Context: an optimization exercise on an open-source flow, tuned for small area. The choices shown serve that exercise and are no tape-out recipe.
The RTL was checked by simulation tests, not by an equivalence proof against the original design.
Power and IR drop assume default switching activity. No driver is modelled on the clock port, so clocking that relies on it looks cheaper here than on a real chip.

==> design.v <==
module row_replay_reader #(
    parameter int DATA_WIDTH = 24,
    parameter int IMG_WIDTH  = 128,
    parameter int SCALE      = 2
) (
    input  logic                  clk,
    input  logic                  rst,
    input  logic                  ce,
    input  logic [DATA_WIDTH-1:0] s_data,
    input  logic                  s_valid,
    output logic                  s_ready,
    output logic [DATA_WIDTH-1:0] m_data,
    output logic                  m_valid,
    input  logic                  m_ready,
    output logic                  m_last,
    output logic                  m_done
);
    localparam int CW = $clog2(IMG_WIDTH);
    localparam int RW = (SCALE > 1) ? $clog2(SCALE) : 1;
    localparam int NW = RW + CW + RW;
    localparam int K  = 8;                
    localparam int KW = $clog2(K);
    localparam int R  = IMG_WIDTH / K;    
    logic                                  replay;
    logic                                  replay_d;
    logic [NW-1:0]                         cnt;
    logic [NW-1:0]                         cnt_d;
    logic [CW-1:0]                         col;
    logic [KW:0]                           cyc;       
    logic [KW-1:0]                         ph;
    logic [K-1:0]                          pend;
    logic [K-1:0]                          pend_d;
    logic                                  accept;
    logic                                  emit;
    logic                                  h_end;
    logic                                  req;
    logic [KW-1:0]                         chain;
    logic [KW-1:0]                         chain_d;
    logic [KW:0]                           wpos;
    logic [KW:0]                           rpos_d;
    logic                                  sh_q;
    logic                                  shn_q;
    logic [K-1:0]                          wsel;
    logic [K-1:0]                          rsel_q;
    logic                                  winv_q;
    logic [KW:0]                           wpos_d;
    logic                                  rinv_q;
    logic [DATA_WIDTH-1:0]                 wdata;
    logic [DATA_WIDTH-1:0]                 rdata;
    logic [R-1:0][K-1:0][DATA_WIDTH-1:0]   st;
    assign s_ready = ce & ~rst & ~replay;
    assign m_valid = ce & replay;
    assign accept  = s_valid & s_ready;
    assign emit    = m_valid & m_ready;
    assign col     = cnt[RW+CW-1:RW];
    assign h_end   = &cnt[RW-1:0];
    assign chain   = col[KW-1:0];
    assign ph      = cyc[KW-1:0];
    assign m_last  = &cnt[RW+CW-1:0];
    assign m_done  = &cnt;
    assign req     = (accept & ~(&col[CW-1:KW])) | (emit & h_end);
    always_comb begin
        cnt_d    = cnt;
        replay_d = replay;
        if (accept) begin
            cnt_d[RW+CW-1:RW] = col + 1'b1;
            if (&col) replay_d = 1'b1;
        end
        if (emit) begin
            cnt_d = cnt + 1'b1;
            if (&cnt) replay_d = 1'b0;
        end
        for (int p = 0; p < K; p++) begin
            pend_d[p] = (req && chain == KW'(p)) || (pend[p] && ph != KW'(p));
        end
    end
    assign chain_d = cnt_d[RW+KW-1:RW];
    assign rpos_d  = cyc - chain_d;
    assign wpos    = cyc - chain;
    assign wpos_d  = cyc + 1'b1 - chain_d;
    for (genvar s = 0; s < K; s++) begin : g_wsel
        assign wsel[s] = accept & (wpos[KW-1:0] == KW'(s));
    end
    always_ff @(posedge clk or posedge rst) begin
        if (rst) begin
            replay <= 1'b0;
            cnt    <= '0;
            cyc    <= '0;
            pend   <= '0;
            winv_q <= 1'b1;
        end else begin
            replay <= replay_d;
            cnt    <= cnt_d;
            cyc    <= cyc + 1'b1;
            pend   <= pend_d;
            winv_q <= ~wpos_d[KW];
        end
    end
    always_ff @(posedge clk) begin
        sh_q   <= pend_d[ph + 1'b1];
        shn_q  <= ~pend_d[ph + 1'b1];
        rinv_q <= ~rpos_d[KW];
        for (int s = 0; s < K; s++) begin
            rsel_q[s] <= (rpos_d[KW-1:0] == KW'(s));
        end
    end
    logic [K-1:0][DATA_WIDTH-1:0] rterm;
    for (genvar s = 0; s < K; s++) begin : g_rd
        assign rterm[s] = st[0][s] & {DATA_WIDTH{rsel_q[s]}};
    end
    always_comb begin
        rdata = '0;
        for (int s = 0; s < K; s++) begin
            rdata = rdata | rterm[s];
        end
    end
    assign m_data = rdata ^ {DATA_WIDTH{rinv_q}};
    assign wdata  = s_data ^ {DATA_WIDTH{winv_q}};
    for (genvar i = 0; i < R; i++) begin : g_ring
        localparam int NXT = (i + 1) % R;
        always_ff @(posedge clk) begin
            if (i == R - 1 && wsel[0]) begin
                st[i][0] <= wdata;
            end else begin
                st[i][0] <= ~((st[NXT][K-1] | {DATA_WIDTH{shn_q}}) &
                              (st[i][K-1]   | {DATA_WIDTH{sh_q}}));
            end
        end
        for (genvar s = 1; s < K; s++) begin : g_slot
            always_ff @(posedge clk) begin
                if (i == R - 1 && wsel[s]) begin
                    st[i][s] <= wdata;
                end else begin
                    st[i][s] <= st[i][s-1];
                end
            end
        end
    end
endmodule
==> run.sh <==
#!/bin/bash
# synth_recipe.tcl (not shown) runs the flow's synth.tcl, then flattens the netlist and writes it again
# the make line also repeats each setting of config.mk as NAME=value (left out here)
make -C /OpenROAD-flow-scripts/flow DESIGN_CONFIG=/design/flow/config.mk WORK_HOME=/design/flow/orfs CLKGATE_MAP_FILE= SYNTH_SCRIPT=/design/flow/synth_recipe.tcl finish
==> config.mk <==
export PLATFORM = sky130hd
export DESIGN_NAME = row_replay_reader
export DESIGN_NICKNAME = row_replay_reader
export VERILOG_FILES = /design/flow/design.v
export SDC_FILE = /design/flow/constraint.sdc
export NUM_CORES = 4
export LEC_CHECK = 0
export ABC_CLOCK_PERIOD_IN_PS = 6000
export CAP_MARGIN = 20
export CORE_MARGIN = 2
export CORE_UTILIZATION = 45
export CTS_BUF_LIST = sky130_fd_sc_hd__clkbuf_8
export CTS_CLUSTER_DIAMETER = 50
export CTS_CLUSTER_SIZE = 20
export PLACE_DENSITY = 0.6
export SLEW_MARGIN = 20
==> constraint.sdc <==
create_clock -name core_clock -period 15.0 [get_ports {clk}]
set_input_delay 3.0000 -clock core_clock [delete_from_list [all_inputs] [get_ports {clk}]]
set_output_delay 3.0000 -clock core_clock [all_outputs]
set_load 0.01 [all_outputs]
==> flow_summary.ini, run 1 <==
[outcome]
outcome = no timing/DRC/antenna violations

[worst_setup_path]
critical_path.n_buffers_inverters = 2
timing_worst_setup_path_type = in2out
critical_path.cell_chain = clkdlybuf4s50_1 -> nor3b_1 -> clkdlybuf4s50_1
crit_arrival_ns = 4.33
worstPathRequired_ns = 12.00
worst-path-max-fanout = 6
cell_family_with_the_largest_share_of_critical_path_delay = buffers and inverters
rr_worst_depth = 10
endpoint_kind = output pin
worstSetupStartpointType = primary input
slowest_delay_ns = 0.57
critPathMostFrequentCell = clkdlybuf4s50_1
timing.critical_path.slowest_stage_cell = clkdlybuf4s50_1
cp.depth = 3

[pwr]
power.share.sequential_pct = 70.6
power.leakage_nw = 30.17
power.clock.fraction_pct = 20.4
design_power_total_mw = 17.77
power.density_cell_area_nw_per_um2 = 236.0
power_switching_share_pct = 24.63
internal_power_mw = 13.39
total_switching_power_mw = 4.377
pwr-share-comb_pct = 9.0
peak_vdd_ir_mv = 0.1164

[cts]
postCtsSetupBuffers = 0
numCtsBuffers = 183
tritoncts = built
clockRootBuffer = clkbuf_8
clock_insertion_delay_worst_skew_ns = 0.94
maximum_level_of_the_cts_h_tree = 4
clock_path_buffers = 3
clock_sinks = 3106
cts-resized-gates = 0
clkTransAtPathRegs_ns = 0.10
hold_buffers = 0

[yosys]
synthDistinctLibCells = 54
synth_edf_count = 0
synth-seq-cells = 3106
synth_seq_area_share_pct = 89.71
syn-num-nets = 4391
ys_async_sr_fraction_pct = 0.7405
synth_cells = 4342
syn-mean-instance-area_um2 = 15.99
synth.yosys.warnings = 1
yosys.area.top_type = dfxtp_1
netlist_area_before_placement_um2 = 69440
synth.area.top_cells = dfxtp_1, o22ai_1, a22oi_1
postSynth.topFlopCell = dfxtp_1
yosys.area.top_type_share_pct = 88.88

[timing]
fin_crit_sh_pct = 48.89
final.setup_skew_ns = 0.05316
maxClockFrequency_mhz = 136.4
rsz0062_at_grt = no
postLayoutSetupSlackWorst_ns = 7.667
fin_crit_ns = 7.333
report.final.hold_viol_count = 0
fin_tns_setup_ns = 0
fin_hold_ws_ns = 0.3000
timing.final.setup_violations = 0
tightest_slew_margin_relative_to_the_limit_pct = 28.65
drv_slew = 0
tightestPinTransition_ns = 1.070

[floorplanning]
fp.dieArea_um2 = 157500
std_cell_rows = 144
floorplan.initialDensity_pct = 45.18
die_height_um = 396.8
core_region_area_um2 = 153700
num_io_pins = 57
die_x_um = 396.8

[finish]
post-route-cell-area_um2 = 75300
nets = 4501
post_layout_nonfiller_instances = 6559
synthToLayoutAreaGrowth_pct = 8.430
fin_util_pct = 48.99
fillCellCount = 12890
multiInputGateArea_um2 = 6421
register_area_um2 = 62300
layout-drive-gt1-share_pct = 6.204

[detailed_routing]
detailedRoute.firstIterationViolations = 1392
num_vias = 29180
drtPass1Iterations = 5
routed_wirelength_mm = 98.28
wl_per_cell_um = 14.98
post_drt_via_cell_ratio = 4.448
drt_drc_violations_left = 0
drtAntennaViolNets = 0

[placed_design]
finalWeightedCongestion = 0.7638
post_place_setup_slack_ns = 7.689
place.detailed.hpwl_mm = 54.34
count_of_placed_standard_cells_including_taps = 6311
placement.io_buffers = 56
postPlaceCellArea_um2 = 72100

[global_route]
global_route.usage.total_pct = 12.49
global_route_wire_length_before_repair_mm = 157.9
grt_start_max_net_pins = 141
grt_overflow_total = 0
number_of_antenna_violations_at_the_first_check_in_global_routing = 2
grt_pass1_vias = 28980

[min_path]
worstHoldPathType = reg2reg
min_path_cells = 0

[flow_run]
cap_violations = 0
-- power groups by stage --
stage | Clock [mW] | Sequential, mW | Combinational (mW)
after floorplan | 0 | 12.2 | 1.11
after global placement | 0 | 12.6 | 1.59
after detailed placement | 0 | 12.7 | 1.61
after CTS | 3.77 | 12.6 | 1.63
after global routing | 4.08 | 12.9 | 1.79
final | 3.63 | 12.5 | 1.60
-- cell type report --
type	instances	area share [%]
tap	2044	3.396
timing repair buffer	79	0.9904
inverter	20	0.09970
multi-input combinational	1062	8.528
sequential	3106	82.74
clock inverter	53	0.7079
clock buffer	193	3.528
antenna	2	0.006647
-- final timing paths --
kind | slack (ns) | from | endpoint
worst min-delay path | 0.30 | st[1412]$_DFF_P_ | st[1436]$_DFF_P_
max in group asynchronous | 11.71 | rst | cnt[1]$_DFF_PP0_
worst max-delay path | 7.67 | ce | s_ready
min in group asynchronous | 2.69 | rst | replay$_DFF_PP0_
worst max register to register | 11.65 | cyc[0]$_DFF_PP0_ | st[3048]$_DFF_P_
worst min register to register | 0.30 | st[1412]$_DFF_P_ | st[1436]$_DFF_P_
-- flip-flops by register name (all words and copies together), names as in the netlist --
name and count:
st 3072, cnt 9, pend 8, rsel_q 8, cyc 4, replay 1, rinv_q 1, sh_q 1
shn_q 1, winv_q 1
-- Yosys cell counts, types with 19 or more instances --
cell type,count
o21ai_1,50
xnor2_1,33
nand4_1,28
dfrtp_1,22
dfxtp_1,3083
buf_2,23
nor2_1,86
clkbuf_1,99
xor2_1,26
a22oi_1,96
inv_1,19
o21ai_0,80
o22ai_1,385
nand2_1,131
a21oi_1,75
-- kinds of logic after synthesis --
logic type | Yosys count | synth area share (%)
DFF | 3106 | 89.71
adders and majority gates | 21 | 0.3982
xor gates and xnor gates | 61 | 0.8018
AOI/OAI and AO/OA | 705 | 6.227
muxes | 1 | 0.01621
and+or+nand+nor | 274 | 1.773
buffers and inverters | 174 | 1.076
-- layout by cell type (no fill, tap or decap), types with 3 or more instances in the layout --
cell type,instances
xnor2_1,33
bufinv_16,5
inv_8,5
clkinv_4,5
clkinvlp_4,8
o21ai_0,80
nand2_1,131
clkbuf_8,193
buf_4,22
clkinv_2,12
o2111ai_1,5
o21ai_1,50
nand3_1,5
inv_1,27
a21oi_1,75
nand2b_1,3
nor3_1,6
xor2_1,26
nand4_1,28
clkdlybuf4s50_1,56
nor2_1,86
ha_1,18
a22oi_1,96
o22ai_1,385
dfxtp_1,3081
inv_6,4
dfrtp_1,22
inv_12,4
-- layer usage --
layer | up-vias | global-route usage, % | wire [um]
li1 | 14560 | - | -
met1 | 14020 | 18.39 | 51160
met2 | 395 | 17.69 | 39950
met3 | 199 | 2.760 | 4062
met4 | 0 | 5.194 | 3107
met5 | - | 0 | 0
==> inputs of run 2 (changes only) <==
==> flow/run.sh (new file) <==
#!/bin/bash
# Standard ORFS layout, with clock tree synthesis told not to add dummy loads.
set -e
export CTS_ARGS="-sink_clustering_enable -repair_clock_nets -sink_clustering_size 20 -sink_clustering_max_diameter 50 -buf_list sky130_fd_sc_hd__clkbuf_8 -dont_use_dummy_load"
bash standard.sh > standard.log 2>&1
==> standard.sh (new file) <==
#!/bin/bash
# synth_recipe.tcl (not shown) runs the flow's synth.tcl, then flattens the netlist and writes it again
# the make line also repeats each setting of config.mk as NAME=value (left out here)
make -C /OpenROAD-flow-scripts/flow DESIGN_CONFIG=/design/flow/config.mk WORK_HOME=/design/flow/orfs CLKGATE_MAP_FILE= SYNTH_SCRIPT=/design/flow/synth_recipe.tcl "${@:-finish}"
removed: run.sh
==> run 2 against run 1 <==
Still clean on timing, DRC and antenna. Cell count fell by 0.95%. Via count decreased by 0.48%. Sequential share of layout area rose by 0.74 points. First-iteration DRC count grew 8.5%. Design area decreased by 0.89%. Utilization shrank 0.43 points. Clock power decreased by 9.1%. Wire length shrank 0.37%. Die area is the same. Largest cell class unchanged.
==> flow_summary.ini, run 2 <==
[yosys]
synth_edf_count = 0
syn-num-nets = 4391
yosys.cell_count.top_type = dfxtp_1
synth_seq_area_share_pct = 89.71
synth_simple_gate_area_share_pct = 1.773
syn-mean-instance-area_um2 = 15.99
synth.area.top_cells = dfxtp_1, o22ai_1, a22oi_1
yosys.area.top_type_share_pct = 88.88
post_synth_xor_area_fraction_pct = 0.8018
synth_top_family_by_area = compound AO/OA/AOI/OAI gates
synth-compound-area-share_pct = 6.227
netlist_area_before_placement_um2 = 69440
synth.yosys.warnings = 1
synth-seq-cells = 3106
postSynth.topFlopCell = dfxtp_1
synth_mux_area_share_pct = 0.01622
synth_cells = 4342
yosys.area.top_type = dfxtp_1
synthDistinctLibCells = 54
ys_async_sr_fraction_pct = 0.7405
yosys-top-cells-count = dfxtp_1, o22ai_1, nand2_1, clkbuf_1, a22oi_1
share_of_synthesized_cell_area_in_full_adder_half_adder_and_majority_cells_pct = 0.3982

[detailed_routing]
num_vias = 29040
drt_drc_violations_left = 0
drtPass1Iterations = 7
detailedRoute.firstIterationViolations = 1510
post_drt_via_cell_ratio = 4.469
wl_per_cell_um = 15.07
drtAntennaViolNets = 0
routed_wirelength_mm = 97.91

[finish]
mostFrequentLayoutCell = dfxtp_1
nets = 4501
layout-drive-gt1-share_pct = 5.056
largest_reg_flops = 3072
post_layout_nonfiller_instances = 6497
fillCellCount = 12930
synthToLayoutAreaGrowth_pct = 7.468
regMostFlops = st
post-route-cell-area_um2 = 74630
mostFrequentLayoutCells = dfxtp_1, o22ai_1, clkbuf_8
top_regs = st x3072, cnt x9
fin_util_pct = 48.56

[worst_setup_path]
worstPathRequired_ns = 12.00
endpoint_kind = output pin
crit_arrival_ns = 4.33
worstSetupStartpointType = primary input
worst-path-max-fanout = 6
timing_worst_setup_path_type = in2out

[floorplanning]
die_x_um = 396.8
std_cell_rows = 144
num_io_pins = 57
fp.dieArea_um2 = 157500
floorplan.initialDensity_pct = 45.18
core_region_area_um2 = 153700
die_height_um = 396.8

[cts]
clock_sinks = 3106
tritoncts = built
postCtsSetupBuffers = 0
maximum_level_of_the_cts_h_tree = 4
hold_buffers = 0
cts-resized-gates = 0
numCtsBuffers = 183
clockRootBuffer = clkbuf_8
clock_insertion_delay_worst_skew_ns = 0.94
clkTransAtPathRegs_ns = 0.10
clock_path_buffers = 3

[min_path]
worstHoldPathType = reg2reg

[placed_design]
placement.io_buffers = 56
finalWeightedCongestion = 0.7638
postPlaceCellArea_um2 = 72100
count_of_placed_standard_cells_including_taps = 6311
place.detailed.hpwl_mm = 54.34
post_place_setup_slack_ns = 7.689

[timing]
timing.final.setup_violations = 0
rsz0062_at_grt = no
report.final.hold_viol_count = 0
postLayoutSetupSlackWorst_ns = 7.672
drv_slew = 0
maxClockFrequency_mhz = 136.5
tightest_slew_margin_relative_to_the_limit_pct = 28.07
final.setup_skew_ns = 0.1165
fin_tns_setup_ns = 0
fin_crit_sh_pct = 48.86
fin_crit_ns = 7.328
fin_hold_ws_ns = 0.2389
tightestPinTransition_ns = 1.079

[global_route]
global_route.usage.total_pct = 12.44
global_route_hottest_layer = met1
grt_use_met3_pct = 2.702
use_met1_pct = 18.33
grt_start_max_net_pins = 141
number_of_antenna_violations_at_the_first_check_in_global_routing = 2
grt_overflow_total = 0
grtUsageMet2_pct = 17.65
grt_pass1_vias = 28800
global_route_wire_length_before_repair_mm = 157.2

[pwr]
power.leakage_nw = 29.83
peak_vdd_ir_mv = 0.1159
design_power_total_mw = 17.44
power.density_cell_area_nw_per_um2 = 233.6

[outcome]
outcome = no timing/DRC/antenna violations

[flow_run]
cap_violations = 0
-- run 2: final timing paths --
check | start | to | slack (ns) | cells after the start
hold / removal | st[1412]$_DFF_P_ | st[1436]$_DFF_P_ | 0.24 | 0
setup / recovery | ce | s_ready | 7.67 | 3
hold reg to reg | st[1412]$_DFF_P_ | st[1436]$_DFF_P_ | 0.24 | 0
setup reg to reg | cyc[0]$_DFF_PP0_ | st[3048]$_DFF_P_ | 11.67 | 10
max in group asynchronous | rst | cnt[1]$_DFF_PP0_ | 11.62 | 2
min in group asynchronous | rst | replay$_DFF_PP0_ | 2.70 | 2
-- run 2: cell families after synthesis --
group | count (synthesis)
AND/OR/NAND/NOR | 274
multiplexers | 1
buffers and inverters | 174
flip-flops | 3106
adder cells (fa/ha/maj) | 21
AO/OA/AOI/OAI | 705
XOR/XNOR | 61
-- run 2: power by group --
| part | switching [mW] | leakage [nW] | internal [mW] |
|---|---|---|---|
| sequential | 1.10 | 26.1 | 11.4 |
| combinational | 0.939 | 2.46 | 0.654 |
| clock | 2.20 | 1.32 | 1.10 |
-- run 2: layer usage --
metal | vias up | routed length (um)
met4 | 0 | 3105
li1 | 14490 | -
met2 | 367 | 39960
met1 | 13990 | 51150
met3 | 197 | 3692
met5 | - | 0
-- run 2: critical path: stages --
cell             delay [ns]
clkdlybuf4s50_1        0.55
nor3b_1                0.20
clkdlybuf4s50_1        0.57
-- run 2: layout make-up --
type	count	area (um2)	area share [%]
flip-flops and latches	3106	62300	83.48
clock buffers	183	2519	3.375
inverters	20	75.07	0.1006
multi-input cells	1062	6421	8.604
repair buffers	79	745.7	0.9992
well taps	2044	2557	3.427
diodes	3	7.507	0.01006
==> inputs of run 3 (changes only) <==
==> flow/run.sh (replaced) <==
#!/bin/bash
# Standard ORFS layout; clock tree synthesis without dummy loads, ports buffered with buf_1.
set -e
export CTS_ARGS="-sink_clustering_enable -repair_clock_nets -sink_clustering_size 34 -sink_clustering_max_diameter 70 -buf_list sky130_fd_sc_hd__clkbuf_16 -dont_use_dummy_load"
export BUFFER_PORTS_ARGS="-buffer_cell sky130_fd_sc_hd__buf_1"
bash standard.sh > standard.log 2>&1
==> run 3 against run 2 <==
Clock-buffer cell count down 72. Register-to-register slack better by 0.03 ns. Non-clock buffer count unchanged. Area after synthesis unchanged. Wire length down 1.9%. Clock power up 6.4%. Sequential share of layout area up 0.11 points.
==> flow_summary.ini, run 3 <==
[timing]
postLayoutSetupSlackWorst_ns = 8.411
final.setup_skew_ns = 0.08829
drv_slew = 0
fin_crit_ns = 6.589
tightest_slew_margin_relative_to_the_limit_pct = 29.30
tightestPinTransition_ns = 1.060
maxClockFrequency_mhz = 151.8
report.final.hold_viol_count = 0
timing.final.setup_violations = 0
rsz0062_at_grt = no
fin_tns_setup_ns = 0
fin_crit_sh_pct = 43.93

[yosys]
synth_seq_area_share_pct = 89.71
synth-seq-cells = 3106
ys_async_sr_fraction_pct = 0.7405
yosys.area.top_type_share_pct = 88.88
synth_edf_count = 0
synth_cells = 4342
postSynth.topFlopCell = dfxtp_1
yosys-top-cells-count = dfxtp_1, o22ai_1, nand2_1, clkbuf_1, a22oi_1
syn-num-nets = 4391
synthDistinctLibCells = 54
netlist_area_before_placement_um2 = 69440
synth.yosys.warnings = 1
synth.area.top_cells = dfxtp_1, o22ai_1, a22oi_1
yosys.area.top_type = dfxtp_1
syn-mean-instance-area_um2 = 15.99
yosys.cell_count.top_type = dfxtp_1

[pwr]
power.leakage_nw = 29.74
pwr-share-comb_pct = 8.7
power.density_cell_area_nw_per_um2 = 235.7
power_switching_share_pct = 24.05
power.clock.fraction_pct = 20.0
power.share.sequential_pct = 71.3
total_switching_power_mw = 4.224
internal_power_mw = 13.34
peak_vdd_ir_mv = 0.1546

[cts]
clock_path_buffers = 3
tritoncts = built
clock_insertion_delay_worst_skew_ns = 0.75
clock_sinks = 3106
postCtsSetupBuffers = 0
cts-resized-gates = 0
maximum_level_of_the_cts_h_tree = 3
clockRootBuffer = clkbuf_16
clkTransAtPathRegs_ns = 0.11
hold_buffers = 0
numCtsBuffers = 111

[floorplanning]
num_io_pins = 57
die_x_um = 396.8
std_cell_rows = 144
floorplan.initialDensity_pct = 45.18
die_height_um = 396.8
fp.dieArea_um2 = 157500
core_region_area_um2 = 153700

[finish]
post_layout_nonfiller_instances = 6422
layout-drive-gt1-share_pct = 3.495
largest_reg_flops = 3072
synthToLayoutAreaGrowth_pct = 7.326
diodes = 0
mostFrequentLayoutCells = dfxtp_1, o22ai_1, nand2_1
top_regs = st x3072, cnt x9
mostFrequentLayoutCell = dfxtp_1
nets = 4429
regMostFlops = st
post-route-cell-area_um2 = 74530

[outcome]
outcome = no timing/DRC/antenna violations

[global_route]
global_route.usage.total_pct = 12.13
grt_start_max_net_pins = 181
number_of_antenna_violations_at_the_first_check_in_global_routing = 0
grt_pass1_vias = 28020
global_route_wire_length_before_repair_mm = 154.6
grt_overflow_total = 0

[worst_setup_path]
critical_path.reg2reg.startpoint = cyc[0]$_DFF_PP0_
worst-path-max-fanout = 6
worstPathRequired_ns = 12.00
endpoint_of_the_most_critical_setup_path = m_valid
slowest_delay_ns = 0.23
regToRegSetupSlack_ns = 11.70
timing_worst_setup_path_type = in2out
critical_path.cell_chain = buf_1 -> and2_1 -> buf_1
endpoint_kind = output pin
startpoint = ce
crit_arrival_ns = 3.59
worstSetupStartpointType = primary input
timing.critical_path.slowest_stage_cell = and2_1
rr_endpoint = st[3023]$_DFF_P_
rr_worst_depth = 8
critPathMostFrequentCell = buf_1

[min_path]
worstHoldPathType = reg2reg
min_path_cells = 0

[detailed_routing]
num_vias = 28700
drtPass1Iterations = 5
routed_wirelength_mm = 96.02
drt_drc_violations_left = 0
wl_per_cell_um = 14.95
detailedRoute.firstIterationViolations = 1431
drtAntennaViolNets = 0
post_drt_via_cell_ratio = 4.469

[placed_design]
place.detailed.hpwl_mm = 53.21
post_place_setup_slack_ns = 8.434
finalWeightedCongestion = 0.7587
count_of_placed_standard_cells_including_taps = 6311
placement.io_buffers = 56
postPlaceCellArea_um2 = 71750

[flow_run]
cap_violations = 0
run 3: cell counts after synthesis:
No cell type changed its count.
run 3: cell families after synthesis:
kind of cell	count (synthesis)	synth area share, %
AND/OR/NAND/NOR	274	1.773
multiplexers	1	0.01621
buffers and inverters	174	1.076
adder cells (fa/ha/maj)	21	0.3982
XOR/XNOR	61	0.8018
AO/OA/AOI/OAI	705	6.227
flip-flops	3106	89.71
run 3: worst min path at each step:
stage / startpoint / end
floorplan: st[976]$_DFF_P_ / st[1000]$_DFF_P_
global placement: st[208]$_DFF_P_ / st[232]$_DFF_P_
detailed placement: st[1362]$_DFF_P_ / st[1386]$_DFF_P_
CTS: st[2071]$_DFF_P_ / st[2095]$_DFF_P_
global route: st[1375]$_DFF_P_ / st[1399]$_DFF_P_
finish: st[1423]$_DFF_P_ / st[1447]$_DFF_P_
run 3: critical path, delay by kind of cell:
kind / cells / cell delay [ns]
AND/OR/NAND/NOR: 1 / 0.23
buffers and inverters: 2 / 0.36
run 3: metal layers:
| layer | track usage, % | part of all wire [%] | wire length, um | up-vias |
|---|---|---|---|---|
| li1 | - | - | - | 14380 |
| met1 | 18.54 | 54 | 51540 | 13850 |
| met2 | 17.57 | 41 | 39170 | 321 |
| met3 | 2.062 | 3.1 | 2975 | 149 |
| met4 | 3.476 | 2.4 | 2344 | 0 |
| met5 | 0 | 0 | 0 | - |
run 3: power groups by stage:
stage	registers (mW)	clock network [mW]	logic, mW
2_1_floorplan	12.2	0	1.11
3_3_place_gp	12.6	0	1.52
3_5_place_dp	12.7	0	1.54
4_1_cts	12.6	3.64	1.56
5_1_grt	12.9	3.92	1.72
6_report	12.5	3.51	1.53
run 3: stage by stage:
| step | util (%) | power [mW] | hold slack [ns] |
|---|---|---|---|
| after floorplan | - | 13.30 | 0.3096 |
| after global placement | 46.69 | 14.16 | 0.3099 |
| after detailed placement | 46.69 | 14.27 | 0.3121 |
| after CTS | 48.49 | 17.78 | 0.2758 |
| after global routing | 48.49 | 18.51 | 0.2798 |
| final | 48.49 | 17.57 | 0.2689 |
run 3: final cells by class:
class	instances	area, um2
repair buffers	79	395.4
fillers	12960	79160
multi-input cells	1062	6421
clock buffers	111	2778
inverters	20	75.07
flip-flops and latches	3106	62300
well taps	2044	2557
==> inputs of run 4 (changes only) <==
==> flow/run.sh (replaced) <==
#!/bin/bash
# Standard ORFS layout; clock tree synthesis without dummy loads, ports buffered with buf_1.
set -e
export CTS_ARGS="-sink_clustering_enable -repair_clock_nets -sink_clustering_size 11 -sink_clustering_max_diameter 35 -buf_list sky130_fd_sc_hd__clkbuf_4 -dont_use_dummy_load"
export BUFFER_PORTS_ARGS="-buffer_cell sky130_fd_sc_hd__buf_1"
bash standard.sh > standard.log 2>&1
==> run 4 against run 3 <==
Utilization is 0.077 points lower. Critical path depth stayed put. Global-route usage increased by 0.63 points. Non-clock buffer count unchanged. Cell count increased by 3.8%. Sequential share of layout area is 0.13 points higher. Flip-flop and latch count unchanged. Combinational power is essentially flat. Sequential power is essentially flat.
==> flow_summary.ini, run 4 <==
[detailed_routing]
wl_per_cell_um = 14.80
detailedRoute.firstIterationViolations = 1260
num_vias = 30020
routed_wirelength_mm = 98.69
drt_drc_violations_left = 0
post_drt_via_cell_ratio = 4.502
drtPass1Iterations = 5
drtAntennaViolNets = 0

[outcome]
outcome = no timing/DRC/antenna violations

[finish]
post-route-cell-area_um2 = 74410
nets = 4671
multiInputGateArea_um2 = 6421
mostFrequentLayoutCells = dfxtp_1, o22ai_1, clkbuf_4
synthToLayoutAreaGrowth_pct = 7.157
layout-drive-gt1-share_pct = 8.550
mostFrequentLayoutCell = dfxtp_1
register_area_um2 = 62300
fillCellCount = 13140
top_regs = st x3072, cnt x9
largest_reg_flops = 3072
regMostFlops = st

[global_route]
grt_overflow_total = 0
number_of_antenna_violations_at_the_first_check_in_global_routing = 2
grt_start_max_net_pins = 181
global_route_wire_length_before_repair_mm = 162.0
grt_pass1_vias = 30490
global_route.usage.total_pct = 12.76

[timing]
report.final.hold_viol_count = 0
fin_crit_sh_pct = 43.88
tightestPinTransition_ns = 1.045
rsz0062_at_grt = no
fin_crit_ns = 6.583
final.setup_skew_ns = 0.1083
maxClockFrequency_mhz = 151.9
timing.final.setup_violations = 0
drv_slew = 0
fin_hold_ws_ns = 0.2677
fin_tns_setup_ns = 0
tightest_slew_margin_relative_to_the_limit_pct = 30.32

[placed_design]
place.detailed.hpwl_mm = 53.21
finalWeightedCongestion = 0.7587
placement.io_buffers = 56
postPlaceCellArea_um2 = 71750

[cts]
clockRootBuffer = clkbuf_4
tritoncts = built
cts-resized-gates = 0
hold_buffers = 0
clock_insertion_delay_worst_skew_ns = 1.23
postCtsSetupBuffers = 0
clkTransAtPathRegs_ns = 0.09
maximum_level_of_the_cts_h_tree = 5
clock_path_buffers = 4
clock_sinks = 3106
numCtsBuffers = 353

[yosys]
synthDistinctLibCells = 54
yosys.area.top_type_share_pct = 88.88
synth_mux_area_share_pct = 0.01622
synth-seq-cells = 3106
postSynth.topFlopCell = dfxtp_1
yosys.cell_count.top_type = dfxtp_1
synth.yosys.warnings = 1
netlist_area_before_placement_um2 = 69440
synth.area.top_cells = dfxtp_1, o22ai_1, a22oi_1
synth-compound-area-share_pct = 6.227
synth_top_family_by_area = compound AO/OA/AOI/OAI gates
post_synth_xor_area_fraction_pct = 0.8018
syn-num-nets = 4391
yosys.area.top_type = dfxtp_1
syn-mean-instance-area_um2 = 15.99
synth_cells = 4342
yosys-top-cells-count = dfxtp_1, o22ai_1, nand2_1, clkbuf_1, a22oi_1
share_of_synthesized_cell_area_in_full_adder_half_adder_and_majority_cells_pct = 0.3982
ys_async_sr_fraction_pct = 0.7405
synth_edf_count = 0
synth_simple_gate_area_share_pct = 1.773
synth_seq_area_share_pct = 89.71

[floorplanning]
floorplan.initialDensity_pct = 45.18
core_region_area_um2 = 153700
std_cell_rows = 144
num_io_pins = 57
die_x_um = 396.8
fp.dieArea_um2 = 157500
die_height_um = 396.8

[pwr]
peak_vdd_ir_mv = 0.1426
power.density_cell_area_nw_per_um2 = 234.1
design_power_total_mw = 17.42
power.leakage_nw = 29.99

[worst_setup_path]
worst-path-max-fanout = 6
timing_worst_setup_path_type = in2out
worstPathRequired_ns = 12.00
crit_arrival_ns = 3.58
endpoint_kind = output pin
worstSetupStartpointType = primary input

[flow_run]
cap_violations = 0

[min_path]
worstHoldPathType = reg2reg
==> run 4: cell counts after synthesis <==
Identical to the previous run, type by type.
==> run 4: final timing paths <==
check,depth (start not counted),slack [ns],endpoint,from
max,3,8.42,m_valid,ce
min,0,0.27,st[2654]$_DFF_P_,st[2630]$_DFF_P_
max reg2reg,9,11.73,st[3002]$_DFF_P_,cyc[0]$_DFF_PP0_
min reg2reg,0,0.27,st[2654]$_DFF_P_,st[2630]$_DFF_P_
max in group asynchronous,2,12.33,cnt[6]$_DFFE_PP0P_,rst
min in group asynchronous,2,2.04,cyc[0]$_DFF_PP0_,rst
==> run 4: worst max-delay path: stages <==
cell and delay, ns:
buf_1 0.20, and2_1 0.22, buf_1 0.17
==> run 4: per-stage QoR <==
step | std cells | utilization (%) | worst slack, ns
finish | 6668 | 48.42 | 8.417
global placement | 6311 | 46.69 | 8.448
CTS | 6664 | 48.41 | 8.431
floorplan | 4342 | - | 8.679
global route | 6668 | 48.42 | 8.329
detailed placement | 6311 | 46.69 | 8.434
==> run 4: logic make-up after synthesis <==
| logic type | count (synthesis) |
|---|---|
| DFF | 3106 |
| AOI/OAI and AO/OA | 705 |
| xor gates and xnor gates | 61 |
| adders and majority gates | 21 |
| and+or+nand+nor | 274 |
| muxes | 1 |
| buffers and inverters | 174 |
==> run 4: power by group <==
group / switching [mW] / internal [mW] / total, mW
combinational: 0.960 / 0.569 / 1.53
clock: 2.27 / 1.09 / 3.36
sequential: 1.08 / 11.4 / 12.5
==> run 4: per-layer routing <==
| layer | vias to the layer above | global-route usage (%) | wire (um) |
|---|---|---|---|
| li1 | 14970 | - | - |
| met1 | 14330 | 18.68 | 51840 |
| met2 | 502 | 17.85 | 40250 |
| met3 | 210 | 2.862 | 3863 |
| met4 | 0 | 5.955 | 2738 |
| met5 | - | 0 | 0 |
==> run 4: layout make-up <==
class	instances	area share, %
Inverter	20	0.1009
Antenna cell	4	0.01345
Timing Repair Buffer	79	0.5313
Tap cell	2044	3.437
Multi-Input combinational cell	1062	8.629
Clock buffer	353	3.561
Sequential cell	3106	83.73
==> inputs of run 5 (changes only) <==
==> flow/run.sh (replaced) <==
#!/bin/bash
# Standard ORFS layout; clock tree synthesis without dummy loads, ports buffered with buf_1.
set -e
export CTS_ARGS="-sink_clustering_enable -repair_clock_nets -sink_clustering_size 22 -sink_clustering_max_diameter 40 -buf_list sky130_fd_sc_hd__clkbuf_8 -dont_use_dummy_load"
export BUFFER_PORTS_ARGS="-buffer_cell sky130_fd_sc_hd__buf_1"
bash standard.sh > standard.log 2>&1
==> run 5 against run 4 <==
Sequential power about the same. Total power rose by 0.11%. Design area about the same. Cell count is 2.4% lower. Flip-flop and latch count unchanged. Die area unchanged. Utilization barely moved. Fmax shrank 0.16%. Hold slack got worse by 0.033 ns.
==> flow_summary.ini, run 5 <==
[min_path]
worstHoldEndpoint = st[1259]$_DFF_P_
worstHoldPathType = reg2reg
min_path_cells = 0
hold_path_startpoint = st[1235]$_DFF_P_

[finish]
mostFrequentLayoutCell = dfxtp_1
regMostFlops = st
mostFrequentLayoutCells = dfxtp_1, o22ai_1, clkbuf_8
post-route-cell-area_um2 = 74450
layout-drive-gt1-share_pct = 5.333
nets = 4514
synthToLayoutAreaGrowth_pct = 7.214
largest_reg_flops = 3072
top_regs = st x3072, cnt x9

[yosys]
synth.yosys.warnings = 1
netlist_area_before_placement_um2 = 69440
yosys.area.top_type = dfxtp_1
yosys-top-cells-count = dfxtp_1, o22ai_1, nand2_1, clkbuf_1, a22oi_1
synth-seq-cells = 3106
postSynth.topFlopCell = dfxtp_1
synth.area.top_cells = dfxtp_1, o22ai_1, a22oi_1
yosys.area.top_type_share_pct = 88.88
synth_cells = 4342
synth_top_family_by_area = compound AO/OA/AOI/OAI gates
synth_seq_area_share_pct = 89.71
synth_simple_gate_area_share_pct = 1.773
synth_mux_area_share_pct = 0.01622
yosys.cell_count.top_type = dfxtp_1
synth_edf_count = 0
syn-mean-instance-area_um2 = 15.99
post_synth_xor_area_fraction_pct = 0.8018
share_of_synthesized_cell_area_in_full_adder_half_adder_and_majority_cells_pct = 0.3982
synthDistinctLibCells = 54
ys_async_sr_fraction_pct = 0.7405
syn-num-nets = 4391
synth-compound-area-share_pct = 6.227

[detailed_routing]
num_vias = 29120
post_drt_via_cell_ratio = 4.474
detailedRoute.firstIterationViolations = 1342
wl_per_cell_um = 14.88
drtAntennaViolNets = 0
drtPass1Iterations = 5
drt_drc_violations_left = 0
routed_wirelength_mm = 96.85

[timing]
fin_crit_ns = 6.593
rsz0062_at_grt = no
fin_tns_setup_ns = 0
report.final.hold_viol_count = 0
timing.final.setup_violations = 0
tightest_slew_margin_relative_to_the_limit_pct = 30.73
postLayoutSetupSlackWorst_ns = 8.407
final.setup_skew_ns = 0.1042
drv_slew = 0
fin_crit_sh_pct = 43.95
tightestPinTransition_ns = 1.039
maxClockFrequency_mhz = 151.7

[worst_setup_path]
regToRegSetupSlack_ns = 11.71
rr_endpoint = st[3023]$_DFF_P_
worstPathRequired_ns = 12.00
slowest_delay_ns = 0.23
critical_path.cell_chain = buf_1 -> and2_1 -> buf_1
timing_worst_setup_path_type = in2out
worst-path-max-fanout = 6
worstSetupStartpointType = primary input
timing.critical_path.slowest_stage_cell = and2_1
critical_path.reg2reg.startpoint = cyc[0]$_DFF_PP0_
cell_family_with_the_largest_share_of_critical_path_delay = buffers and inverters
rr_worst_depth = 8
endpoint_kind = output pin
critical_path.n_buffers_inverters = 2
cp.depth = 3
crit_arrival_ns = 3.59
critPathMostFrequentCell = buf_1

[floorplanning]
die_height_um = 396.8
die_x_um = 396.8
core_region_area_um2 = 153700
num_io_pins = 57
floorplan.initialDensity_pct = 45.18
std_cell_rows = 144
fp.dieArea_um2 = 157500

[placed_design]
finalWeightedCongestion = 0.7587
place.detailed.hpwl_mm = 53.21
postPlaceCellArea_um2 = 71750
placement.io_buffers = 56
post_place_setup_slack_ns = 8.434

[cts]
tritoncts = built
numCtsBuffers = 196
hold_buffers = 0
postCtsSetupBuffers = 0
maximum_level_of_the_cts_h_tree = 4
cts-resized-gates = 0
clock_sinks = 3106
clockRootBuffer = clkbuf_8
clock_path_buffers = 3
clock_insertion_delay_worst_skew_ns = 0.92
clkTransAtPathRegs_ns = 0.11

[pwr]
power.leakage_nw = 29.78
power.density_cell_area_nw_per_um2 = 234.2
design_power_total_mw = 17.44
peak_vdd_ir_mv = 0.1398

[global_route]
grt_overflow_total = 0
global_route.usage.total_pct = 12.34
grt_pass1_vias = 28780
grt_start_max_net_pins = 181
global_route_wire_length_before_repair_mm = 156.5
number_of_antenna_violations_at_the_first_check_in_global_routing = 1

[outcome]
outcome = no timing/DRC/antenna violations

[flow_run]
cap_violations = 0
==> run 5: changes by cell type in the layout (fill, tap and decap cells not counted), sizes merged <==
| cell | previous run | this run |
|---|---|---|
| clkbuf | 353 | 196 |
| diode | 4 | 1 |
==> run 5: through the flow <==
step	cells	utilization, %	hold slack [ns]
global placement	6311	46.69	0.3099
floorplan	4342	-	0.3096
global route	6508	48.44	0.2217
CTS	6507	48.44	0.2317
detailed placement	6311	46.69	0.3121
finish	6508	48.44	0.2348
==> run 5: logic make-up (layout without fill, tap and decap cells) <==
logic type,count (synthesis),in the layout
AOI/OAI and AO/OA,705,705
other,0,1
xor gates and xnor gates,61,61
DFF,3106,3106
muxes,1,1
adders and majority gates,21,21
and+or+nand+nor,274,274
buffers and inverters,174,295
==> run 5: worst max-delay path by stage <==
stage	start	endpoint	slack, ns
after detailed placement	ce	s_ready	8.43
after global placement	ce	s_ready	8.45
after CTS	ce	s_ready	8.43
after floorplan	rst	s_ready	8.68
final	ce	m_valid	8.41
after global routing	ce	s_ready	8.33
==> run 5: power by group <==
part / leakage [nW] / switching, mW / internal [mW]
clock network: 1.41 / 2.21 / 1.17
logic: 2.32 / 0.959 / 0.569
registers: 26.1 / 1.08 / 11.4
==> run 5: layout make-up <==
class	count	area, um2
diodes	1	2.502
clock buffers	196	2698
fillers	13020	79230
inverters	20	75.07
multi-input cells	1062	6421
flip-flops and latches	3106	62300
well taps	2044	2557
repair buffers	79	395.4
==> run 5: layer usage <==
layer,up-vias,part of all wire [%],GRT usage (%)
li1,14520,-,-
met2,434,40,17.60
met1,13980,53,18.40
met4,0,2.4,4.183
met3,188,4.3,2.764
met5,-,0,0
==> inputs of run 6 (changes only) <==
==> flow/run.sh (replaced) <==
#!/bin/bash
# Standard ORFS layout; clock tree synthesis without dummy loads, ports buffered with buf_1.
set -e
export CTS_ARGS="-sink_clustering_enable -repair_clock_nets -sink_clustering_size 21 -sink_clustering_max_diameter 45 -buf_list sky130_fd_sc_hd__clkbuf_8 -dont_use_dummy_load"
export BUFFER_PORTS_ARGS="-buffer_cell sky130_fd_sc_hd__buf_1"
bash standard.sh > standard.log 2>&1
==> run 6 against run 5 <==
Register-to-register slack about the same. Flip-flop and latch count unchanged. Cell count decreased by 0.17%. Highest routed layer unchanged. Total power decreased by 0.46%. Design area decreased by 0.22%. Still clean. Sequential power about the same. Combinational power about the same. Via count decreased by 0.51%. Largest power group unchanged. Fmax increased by 0.23%. Setup slack improved by 0.015 ns. First-iteration DRC count decreased by 0.22%.
==> flow_summary.ini, run 6 <==
[outcome]
outcome = no timing/DRC/antenna violations

[min_path]
worstHoldPathType = reg2reg

[timing]
tightest_slew_margin_relative_to_the_limit_pct = 30.56
rsz0062_at_grt = no
fin_crit_ns = 6.578
timing.final.setup_violations = 0
final.setup_skew_ns = 0.09618
tightestPinTransition_ns = 1.042
fin_crit_sh_pct = 43.85
maxClockFrequency_mhz = 152.0
fin_tns_setup_ns = 0
drv_slew = 0
report.final.hold_viol_count = 0

[finish]
nets = 4502
top_regs = st x3072, cnt x9
register_area_um2 = 62300
mostFrequentLayoutCell = dfxtp_1
synthToLayoutAreaGrowth_pct = 6.980
largest_reg_flops = 3072
mostFrequentLayoutCells = dfxtp_1, o22ai_1, clkbuf_8
multiInputGateArea_um2 = 6421
fillCellCount = 13050
regMostFlops = st
layout-drive-gt1-share_pct = 5.078

[yosys]
synth_cells = 4342
netlist_area_before_placement_um2 = 69440
synth_edf_count = 0
yosys.area.top_type_share_pct = 88.88
yosys.area.top_type = dfxtp_1
yosys-top-cells-count = dfxtp_1, o22ai_1, nand2_1, clkbuf_1, a22oi_1
syn-num-nets = 4391
yosys.cell_count.top_type = dfxtp_1
synth-seq-cells = 3106
synth.yosys.warnings = 1
syn-mean-instance-area_um2 = 15.99
synth.area.top_cells = dfxtp_1, o22ai_1, a22oi_1
postSynth.topFlopCell = dfxtp_1
synthDistinctLibCells = 54
ys_async_sr_fraction_pct = 0.7405
synth_seq_area_share_pct = 89.71

[worst_setup_path]
crit_arrival_ns = 3.58
worstPathRequired_ns = 12.00
timing.critical_path.slowest_stage_cell = and2_1
slowest_delay_ns = 0.22
critPathMostFrequentCell = buf_1
worst-path-max-fanout = 6
endpoint_kind = output pin
timing_worst_setup_path_type = in2out
critical_path.cell_chain = buf_1 -> and2_1 -> buf_1
worstSetupStartpointType = primary input
critical_path.n_buffers_inverters = 2
cell_family_with_the_largest_share_of_critical_path_delay = buffers and inverters

[global_route]
number_of_antenna_violations_at_the_first_check_in_global_routing = 2
grt_overflow_total = 0
grt_pass1_vias = 28560
grt_use_met3_pct = 2.719
grt_start_max_net_pins = 181
global_route_hottest_layer = met1
global_route_wire_length_before_repair_mm = 156.5
use_met1_pct = 18.50
global_route.usage.total_pct = 12.35
grtUsageMet2_pct = 17.52

[floorplanning]
die_height_um = 396.8
fp.dieArea_um2 = 157500
std_cell_rows = 144
floorplan.initialDensity_pct = 45.18
num_io_pins = 57
core_region_area_um2 = 153700
die_x_um = 396.8

[detailed_routing]
detailedRoute.firstIterationViolations = 1339
drtAntennaViolNets = 0
wl_per_cell_um = 14.92
num_vias = 28970
drtPass1Iterations = 5
routed_wirelength_mm = 96.93
drt_drc_violations_left = 0
post_drt_via_cell_ratio = 4.459

[flow_run]
cap_violations = 0

[cts]
postCtsSetupBuffers = 0
clockRootBuffer = clkbuf_8
numCtsBuffers = 184
maximum_level_of_the_cts_h_tree = 4
clkTransAtPathRegs_ns = 0.10
clock_sinks = 3106
clock_insertion_delay_worst_skew_ns = 0.88
cts-resized-gates = 0
tritoncts = built
clock_path_buffers = 3
hold_buffers = 0

[placed_design]
finalWeightedCongestion = 0.7587
place.detailed.hpwl_mm = 53.21
placement.io_buffers = 56

[pwr]
peak_vdd_ir_mv = 0.1372
power.density_cell_area_nw_per_um2 = 233.6
power.leakage_nw = 29.69
design_power_total_mw = 17.36
run 6: cell counts after synthesis:
Identical to the previous run, type by type.
run 6: worst register-to-register path, cell delays in order (launching register included):
cell     delay [ns]
dfrtp_1        0.52
inv_1          0.28
ha_1           0.20
inv_1          0.04
fa_1           0.38
xnor3_2        0.50
and2b_4        0.22
nand2_2        0.70
o21ai_0        0.23
run 6: metal layers:
metal	part of all wire (%)	up-vias
met1	53	13910
met3	4.0	167
met5	0	-
li1	-	14490
met4	2.4	0
met2	40	403
run 6: worst paths after layout:
check	from	endpoint	slack (ns)	cells past startpoint
max reg2reg	cyc[0]$_DFF_PP0_	st[3023]$_DFF_P_	11.71	8
min	st[2212]$_DFF_P_	st[2236]$_DFF_P_	0.27	0
min in group asynchronous	rst	pend[1]$_DFF_PP0_	2.38	2
max	ce	m_valid	8.42	3
min reg2reg	st[2212]$_DFF_P_	st[2236]$_DFF_P_	0.27	0
max in group asynchronous	rst	cnt[0]$_DFFE_PP0N_	12.00	2
run 6: per-stage QoR:
stage               cells  utilization, %  hold WS, ns  setup slack (ns)  cell area (um2)
finish               6497           48.34       0.2668             8.422            74290
global route         6497           48.34       0.2563             8.329            74290
CTS                  6495           48.34       0.2603             8.431            74290
detailed placement   6311           46.69       0.3121             8.434            71750
global placement     6311           46.69       0.3099             8.448            71750
floorplan            4342               -       0.3096             8.679            69440
run 6: layout make-up:
cell class	instances	share of cell area, %
diodes	2	0.006737
clock buffers	184	3.409
inverters	20	0.1011
multi-input cells	1062	8.643
flip-flops and latches	3106	83.87
well taps	2044	3.443
repair buffers	79	0.5322
run 6: cells by family (layout without fill, tap and decap cells):
logic type | count (synthesis) | after routing | share of synthesized area (%)
fa+ha+maj | 21 | 21 | 0.3982
simple gates | 274 | 274 | 1.773
other cells | 0 | 2 | 0
buf+inv | 174 | 283 | 1.076
xor+xnor | 61 | 61 | 0.8018
mux | 1 | 1 | 0.01621
flops | 3106 | 3106 | 89.71
compound gates | 705 | 705 | 6.227
run 6: report_power, final:
group,total [mW],switching (mW),internal [mW]
Sequential,12.5,1.08,11.4
Combinational,1.53,0.959,0.569
Clock,3.31,2.20,1.11
Total,17.4,4.24,13.1
==> inputs of run 7 (changes only) <==
==> flow/run.sh (replaced) <==
#!/bin/bash
# Standard ORFS layout; clock tree synthesis without dummy loads, ports buffered with buf_1.
set -e
export CTS_ARGS="-sink_clustering_enable -repair_clock_nets -sink_clustering_size 20 -sink_clustering_max_diameter 50 -buf_list {sky130_fd_sc_hd__clkbuf_4 sky130_fd_sc_hd__clkbuf_8} -dont_use_dummy_load"
export BUFFER_PORTS_ARGS="-buffer_cell sky130_fd_sc_hd__buf_1"
bash standard.sh > standard.log 2>&1
--- a/config.mk
+++ b/config.mk
@@ -9,7 +9,6 @@
 export CAP_MARGIN = 20
 export CORE_MARGIN = 2
 export CORE_UTILIZATION = 45
-export CTS_BUF_LIST = sky130_fd_sc_hd__clkbuf_8
 export CTS_CLUSTER_DIAMETER = 50
 export CTS_CLUSTER_SIZE = 20
 export PLACE_DENSITY = 0.6
==> run 7 against run 6 <==
Clock skew is 0.0097 ns lower. Synthesized cell count unchanged. Largest cell class unchanged. First-iteration DRC count grew 3.0%. Wire length about the same. Area after synthesis is the same. Critical endpoint unchanged. Total power is essentially flat. Sequential power about the same. Clock power about the same. Hold slack lost 0.015 ns. Cell count barely moved. Clock-buffer cell count fell by 2.
==> flow_summary.ini, run 7 <==
[outcome]
outcome = no timing/DRC/antenna violations

[pwr]
pwr-share-comb_pct = 8.8
power.density_cell_area_nw_per_um2 = 233.5
power_switching_share_pct = 24.42
power.clock.fraction_pct = 19.0
power.leakage_nw = 29.68
peak_vdd_ir_mv = 0.1531
internal_power_mw = 13.11
power.share.sequential_pct = 72.2
total_switching_power_mw = 4.235

[floorplanning]
die_x_um = 396.8
floorplan.initialDensity_pct = 45.18
core_region_area_um2 = 153700
fp.dieArea_um2 = 157500
die_height_um = 396.8
std_cell_rows = 144
num_io_pins = 57

[timing]
fin_crit_sh_pct = 43.88
fin_crit_ns = 6.583
timing.final.setup_violations = 0
maxClockFrequency_mhz = 151.9
fin_tns_setup_ns = 0
report.final.hold_viol_count = 0
tightest_slew_margin_relative_to_the_limit_pct = 30.15
tightestPinTransition_ns = 1.048
drv_slew = 0
final.setup_skew_ns = 0.08647
rsz0062_at_grt = no

[yosys]
synth-seq-cells = 3106
synth_edf_count = 0
ys_async_sr_fraction_pct = 0.7405
yosys.cell_count.top_type = dfxtp_1
synthDistinctLibCells = 54
yosys.area.top_type_share_pct = 88.88
yosys-top-cells-count = dfxtp_1, o22ai_1, nand2_1, clkbuf_1, a22oi_1
synth_cells = 4342
synth_seq_area_share_pct = 89.71
postSynth.topFlopCell = dfxtp_1
syn-num-nets = 4391
yosys.area.top_type = dfxtp_1
synth.area.top_cells = dfxtp_1, o22ai_1, a22oi_1
netlist_area_before_placement_um2 = 69440
synth.yosys.warnings = 1
syn-mean-instance-area_um2 = 15.99

[cts]
tritoncts = built
clock_sinks = 3106
numCtsBuffers = 182
clock_path_buffers = 3
clkTransAtPathRegs_ns = 0.11
cts-resized-gates = 0
clockRootBuffer = clkbuf_8
postCtsSetupBuffers = 0
maximum_level_of_the_cts_h_tree = 4
clock_insertion_delay_worst_skew_ns = 0.90
hold_buffers = 0

[finish]
top_regs = st x3072, cnt x9
synthToLayoutAreaGrowth_pct = 6.940
post_layout_nonfiller_instances = 6495
nets = 4500
layout-drive-gt1-share_pct = 5.035
largest_reg_flops = 3072
mostFrequentLayoutCell = dfxtp_1
regMostFlops = st
mostFrequentLayoutCells = dfxtp_1, o22ai_1, clkbuf_8

[min_path]
hold_path_startpoint = st[1412]$_DFF_P_
min_path_cells = 0
worstHoldEndpoint = st[1436]$_DFF_P_
worstHoldPathType = reg2reg

[detailed_routing]
drtAntennaViolNets = 0
routed_wirelength_mm = 96.89
drtPass1Iterations = 5
detailedRoute.firstIterationViolations = 1379
num_vias = 29020
wl_per_cell_um = 14.92
drt_drc_violations_left = 0
post_drt_via_cell_ratio = 4.468

[worst_setup_path]
rr_endpoint = st[3023]$_DFF_P_
cp.depth = 3
crit_arrival_ns = 3.58
rr_worst_depth = 8
timing_worst_setup_path_type = in2out
critPathMostFrequentCell = buf_1
regToRegSetupSlack_ns = 11.73
worstSetupStartpointType = primary input
endpoint_kind = output pin
critical_path.n_buffers_inverters = 2
critical_path.cell_chain = buf_1 -> and2_1 -> buf_1
worstPathRequired_ns = 12.00
critical_path.reg2reg.startpoint = cyc[0]$_DFF_PP0_
timing.critical_path.slowest_stage_cell = and2_1
cell_family_with_the_largest_share_of_critical_path_delay = buffers and inverters
worst-path-max-fanout = 6
slowest_delay_ns = 0.22

[global_route]
global_route.usage.total_pct = 12.37
grt_pass1_vias = 28640
global_route_wire_length_before_repair_mm = 156.5
grt_start_max_net_pins = 181
grt_overflow_total = 0
number_of_antenna_violations_at_the_first_check_in_global_routing = 2

[placed_design]
count_of_placed_standard_cells_including_taps = 6311
placement.io_buffers = 56
finalWeightedCongestion = 0.7587
place.detailed.hpwl_mm = 53.21

[flow_run]
cap_violations = 0
## run 7: how the worst max path moves through the flow
stage / startpoint / to / slack (ns)
2_1_floorplan: rst / s_ready / 8.68
3_3_place_gp: ce / s_ready / 8.45
3_5_place_dp: ce / s_ready / 8.43
4_1_cts: ce / s_ready / 8.43
5_1_grt: ce / s_ready / 8.33
6_report: ce / m_valid / 8.42
## run 7: final cells by class
type	count	area, um2
Clock buffer	182	2505
Timing Repair Buffer	79	395.4
Antenna cell	2	5.005
Tap cell	2044	2557
Sequential cell	3106	62300
Fill cell	13040	79420
Multi-Input combinational cell	1062	6421
Inverter	20	75.07
## run 7: through the flow
step                instance area, um2  hold slack, ns  power [mW]  util (%)  setup WS [ns]
CTS                              74260          0.2579       17.57     48.32          8.431
global placement                 71750          0.3099       14.16     46.69          8.448
detailed placement               71750          0.3121       14.27     46.69          8.434
floorplan                        69440          0.3096       13.30         -          8.679
finish                           74260          0.2514       17.34     48.32          8.417
global route                     74260          0.2670       18.32     48.32          8.329
## run 7: layer usage
layer  up-vias  part of all wire [%]  GRT usage (%)
li1      14500                     -              -
met1     13950                    53          18.43
met2       387                    41          17.64
met3       188                   4.1          2.694
met4         0                   2.5          4.393
met5         -                     0              0
## run 7: power groups by stage
| stage | clock network (mW) | logic, mW | registers [mW] |
|---|---|---|---|
| global route | 3.74 | 1.72 | 12.9 |
| floorplan | 0 | 1.11 | 12.2 |
| global placement | 0 | 1.52 | 12.6 |
| CTS | 3.44 | 1.56 | 12.6 |
| detailed placement | 0 | 1.54 | 12.7 |
| finish | 3.29 | 1.53 | 12.5 |
## run 7: logic make-up after synthesis
kind of cell	count (synthesis)	synth area share, %
buffers and inverters	174	1.076
XOR/XNOR	61	0.8018
AND/OR/NAND/NOR	274	1.773
AO/OA/AOI/OAI	705	6.227
adder cells (fa/ha/maj)	21	0.3982
flip-flops	3106	89.71
multiplexers	1	0.01621
==> inputs of run 8 (changes only) <==
==> flow/run.sh (replaced) <==
#!/bin/bash
# Standard ORFS layout; clock tree synthesis without dummy loads, ports buffered with buf_1.
set -e
export CTS_ARGS="-sink_clustering_enable -repair_clock_nets -sink_clustering_size 20 -sink_clustering_max_diameter 45 -buf_list {sky130_fd_sc_hd__clkbuf_8} -dont_use_dummy_load"
export BUFFER_PORTS_ARGS="-buffer_cell sky130_fd_sc_hd__buf_1"
bash standard.sh > standard.log 2>&1
--- a/config.mk
+++ b/config.mk
@@ -8,8 +8,8 @@
 export ABC_CLOCK_PERIOD_IN_PS = 6000
 export CAP_MARGIN = 20
 export CORE_MARGIN = 2
-export CORE_UTILIZATION = 45
-export CTS_CLUSTER_DIAMETER = 50
+export CORE_UTILIZATION = 55
+export CTS_CLUSTER_DIAMETER = 45
 export CTS_CLUSTER_SIZE = 20
-export PLACE_DENSITY = 0.6
+export PLACE_DENSITY = 0.7
 export SLEW_MARGIN = 20
==> run 8 against run 7 <==
Clock skew decreased by 0.0046 ns. Register-to-register slack got worse by 0.07 ns. Wire length decreased by 0.15%. Sequential power about the same. Fmax decreased by 0.13%. Die area decreased by 18%. Utilization increased by 11 points. Sequential share of layout area increased by 0.46 points. Via count increased by 0.35%. Synthesized cell count unchanged. Clock-buffer cell count increased by 5. Hold slack improved by 0.00053 ns. Critical path type unchanged. Critical endpoint is now s_ready. Largest cell class unchanged.
==> flow_summary.ini, run 8 <==
[yosys]
synth_simple_gate_area_share_pct = 1.773
syn-mean-instance-area_um2 = 15.99
synth-seq-cells = 3106
synth_edf_count = 0
ys_async_sr_fraction_pct = 0.7405
synthDistinctLibCells = 54
synth_cells = 4342
syn-num-nets = 4391
share_of_synthesized_cell_area_in_full_adder_half_adder_and_majority_cells_pct = 0.3982
synth_mux_area_share_pct = 0.01622
synth_seq_area_share_pct = 89.71
yosys.area.top_type = dfxtp_1
synth.area.top_cells = dfxtp_1, o22ai_1, a22oi_1
postSynth.topFlopCell = dfxtp_1
yosys.cell_count.top_type = dfxtp_1
netlist_area_before_placement_um2 = 69440
yosys.area.top_type_share_pct = 88.88
synth.yosys.warnings = 1
synth_top_family_by_area = compound AO/OA/AOI/OAI gates
synth-compound-area-share_pct = 6.227
post_synth_xor_area_fraction_pct = 0.8018
yosys-top-cells-count = dfxtp_1, o22ai_1, nand2_1, clkbuf_1, a22oi_1

[cts]
cts-resized-gates = 0
clock_sinks = 3106
clock_insertion_delay_worst_skew_ns = 0.88
maximum_level_of_the_cts_h_tree = 4
hold_buffers = 0
clock_path_buffers = 3
clockRootBuffer = clkbuf_8
clkTransAtPathRegs_ns = 0.10
postCtsSetupBuffers = 0
numCtsBuffers = 187
tritoncts = built

[detailed_routing]
detailedRoute.firstIterationViolations = 1864
drtAntennaViolNets = 0
drt_drc_violations_left = 0
drtPass1Iterations = 5
routed_wirelength_mm = 96.75
post_drt_via_cell_ratio = 4.772
wl_per_cell_um = 15.86
num_vias = 29120

[worst_setup_path]
worstSetupStartpointType = primary input
timing_worst_setup_path_type = in2out
worst-path-max-fanout = 6
endpoint_kind = output pin
crit_arrival_ns = 3.59
worstPathRequired_ns = 12.00

[finish]
regMostFlops = st
synthToLayoutAreaGrowth_pct = 6.358
top_regs = st x3072, cnt x9
multiInputGateArea_um2 = 6421
register_area_um2 = 62300
largest_reg_flops = 3072
fillCellCount = 9365
mostFrequentLayoutCell = dfxtp_1
layout-drive-gt1-share_pct = 5.078
post-route-cell-area_um2 = 73860
nets = 4502
mostFrequentLayoutCells = dfxtp_1, o22ai_1, clkbuf_8

[global_route]
grtUsageMet2_pct = 22.03
number_of_antenna_violations_at_the_first_check_in_global_routing = 1
grt_pass1_vias = 28770
use_met1_pct = 21.69
global_route_wire_length_before_repair_mm = 153.7
global_route_hottest_layer = met2
global_route.usage.total_pct = 14.86
grt_start_max_net_pins = 182
grt_overflow_total = 0
grt_use_met3_pct = 3.067

[timing]
tightestPinTransition_ns = 1.140
report.final.hold_viol_count = 0
rsz0062_at_grt = no
fin_tns_setup_ns = 0
drv_slew = 0
fin_crit_ns = 6.591
maxClockFrequency_mhz = 151.7
tightest_slew_margin_relative_to_the_limit_pct = 23.99
final.setup_skew_ns = 0.08189
postLayoutSetupSlackWorst_ns = 8.409
fin_crit_sh_pct = 43.94
timing.final.setup_violations = 0

[floorplanning]
die_height_um = 359.3
floorplan.initialDensity_pct = 55.37
core_region_area_um2 = 125400
num_io_pins = 57
fp.dieArea_um2 = 129100
std_cell_rows = 130
die_x_um = 359.3

[pwr]
power.clock.fraction_pct = 19.1
power.share.sequential_pct = 72.0
design_power_total_mw = 17.41
power.density_cell_area_nw_per_um2 = 235.8
internal_power_mw = 13.14
pwr-share-comb_pct = 9.0
peak_vdd_ir_mv = 0.1575
power.leakage_nw = 29.72
total_switching_power_mw = 4.271
power_switching_share_pct = 24.53

[flow_run]
cap_violations = 0

[placed_design]
finalWeightedCongestion = 0.7981
postPlaceCellArea_um2 = 71280
post_place_setup_slack_ns = 8.431
place.detailed.hpwl_mm = 54.07
placement.io_buffers = 56

[min_path]
worstHoldPathType = reg2reg

[outcome]
outcome = no timing/DRC/antenna violations
## run 8: changes by cell type in the layout (fill, tap and decap cells not counted)
cell and change:
buf_4 -6, clkbuf_8 +5, buf_12 +2, buf_16 +1
diode_2 -1
## run 8: routing by layer
| layer | share of wire [%] | vias up |
|---|---|---|
| met2 | 42 | 415 |
| li1 | - | 14480 |
| met3 | 3.8 | 174 |
| met4 | 2.6 | 0 |
| met5 | 0 | - |
| met1 | 52 | 14050 |
## run 8: worst paths after layout
kind	cells past startpoint	endpoint	slack, ns	start
max	3	s_ready	8.41	ce
min	0	st[1658]$_DFF_P_	0.25	st[1634]$_DFF_P_
max reg2reg	10	st[3065]$_DFF_P_	11.66	cyc[0]$_DFF_PP0_
min reg2reg	0	st[1658]$_DFF_P_	0.25	st[1634]$_DFF_P_
max in group asynchronous	2	cyc[3]$_DFF_PP0_	12.02	rst
min in group asynchronous	2	pend[5]$_DFF_PP0_	2.38	rst
## run 8: layout make-up
class | count | share of cell area, %
Sequential cell | 3106 | 84.36
Multi-Input combinational cell | 1062 | 8.694
Clock buffer | 187 | 3.485
Tap cell | 1650 | 2.795
Timing Repair Buffer | 76 | 0.5658
Inverter | 20 | 0.1016
Antenna cell | 1 | 0.003388
## run 8: per-stage QoR
step / util (%) / instances / hold WS [ns]
6_report: 58.89 / 6102 / 0.2519
5_1_grt: 58.89 / 6102 / 0.2501
4_1_cts: 58.89 / 6101 / 0.2552
3_5_place_dp: 56.84 / 5914 / 0.3121
3_3_place_gp: 56.82 / 5913 / 0.3097
2_1_floorplan: - / 4342 / 0.3096
## run 8: logic make-up (layout without fill, tap and decap cells)
group	Yosys count	count (layout)
flops	3106	3106
compound gates	705	705
simple gates	274	274
buf+inv	174	283
xor+xnor	61	61
fa+ha+maj	21	21
mux	1	1
other cells	0	1
## run 8: power groups by stage
| stage | registers, mW | clock network, mW | logic [mW] |
|---|---|---|---|
| final | 12.5 | 3.32 | 1.56 |
| after detailed placement | 12.7 | 0 | 1.57 |
| after CTS | 12.6 | 3.42 | 1.58 |
| after global routing | 12.8 | 3.72 | 1.74 |
| after global placement | 12.6 | 0 | 1.52 |
| after floorplan | 12.2 | 0 | 1.11 |
## run 8: worst max-delay path, cell delays in order
cell	delay [ns]
buf_1	0.18
nor3b_1	0.24
buf_1	0.18

==> afterwards: timing with drivers on the ports <==
How much do the figures lean on ideal ports? The routed layouts below were timed once more, with nothing changed but the port constraints. Step 1 (the two cells are an assumption about what drives the block):
set clk [get_ports {clk}]
set_driving_cell -lib_cell sky130_fd_sc_hd__clkbuf_16 $clk
set_driving_cell -lib_cell sky130_fd_sc_hd__buf_2 [delete_from_list [all_inputs] $clk]
Step 2 adds t to the input delays and takes it off the output delays; t is the mean of the earliest and latest rising clock arrival at the registers after step 1. Input paths then give back, and output paths get back, about the clock's delay inside the block. Three values: ideal, step 1, step 2; two values: the first two.
run	shift t [ns]	setup WS [ns]	worst setup path at the end
run 1	0.976	7.667 / 7.644 / 7.644	input to output
run 2	0.940	7.672 / 7.649 / 7.649	input to output
run 3	0.776	8.411 / 8.389 / 8.389	input to output
run 4	1.243	8.417 / 8.395 / 8.395	input to output
run 5	0.915	8.407 / 8.385 / 8.385	input to output
run 6	0.920	8.422 / 8.400 / 8.400	input to output
run 7	0.919	8.417 / 8.395 / 8.395	input to output
run 8	0.913	8.409 / 8.385 / 8.385	input to output
After both steps every run listed still meets setup and hold. For run 8, which loses most, drivers alone change the setup slack by -0.024 ns; drivers and shift together by -0.024 ns.
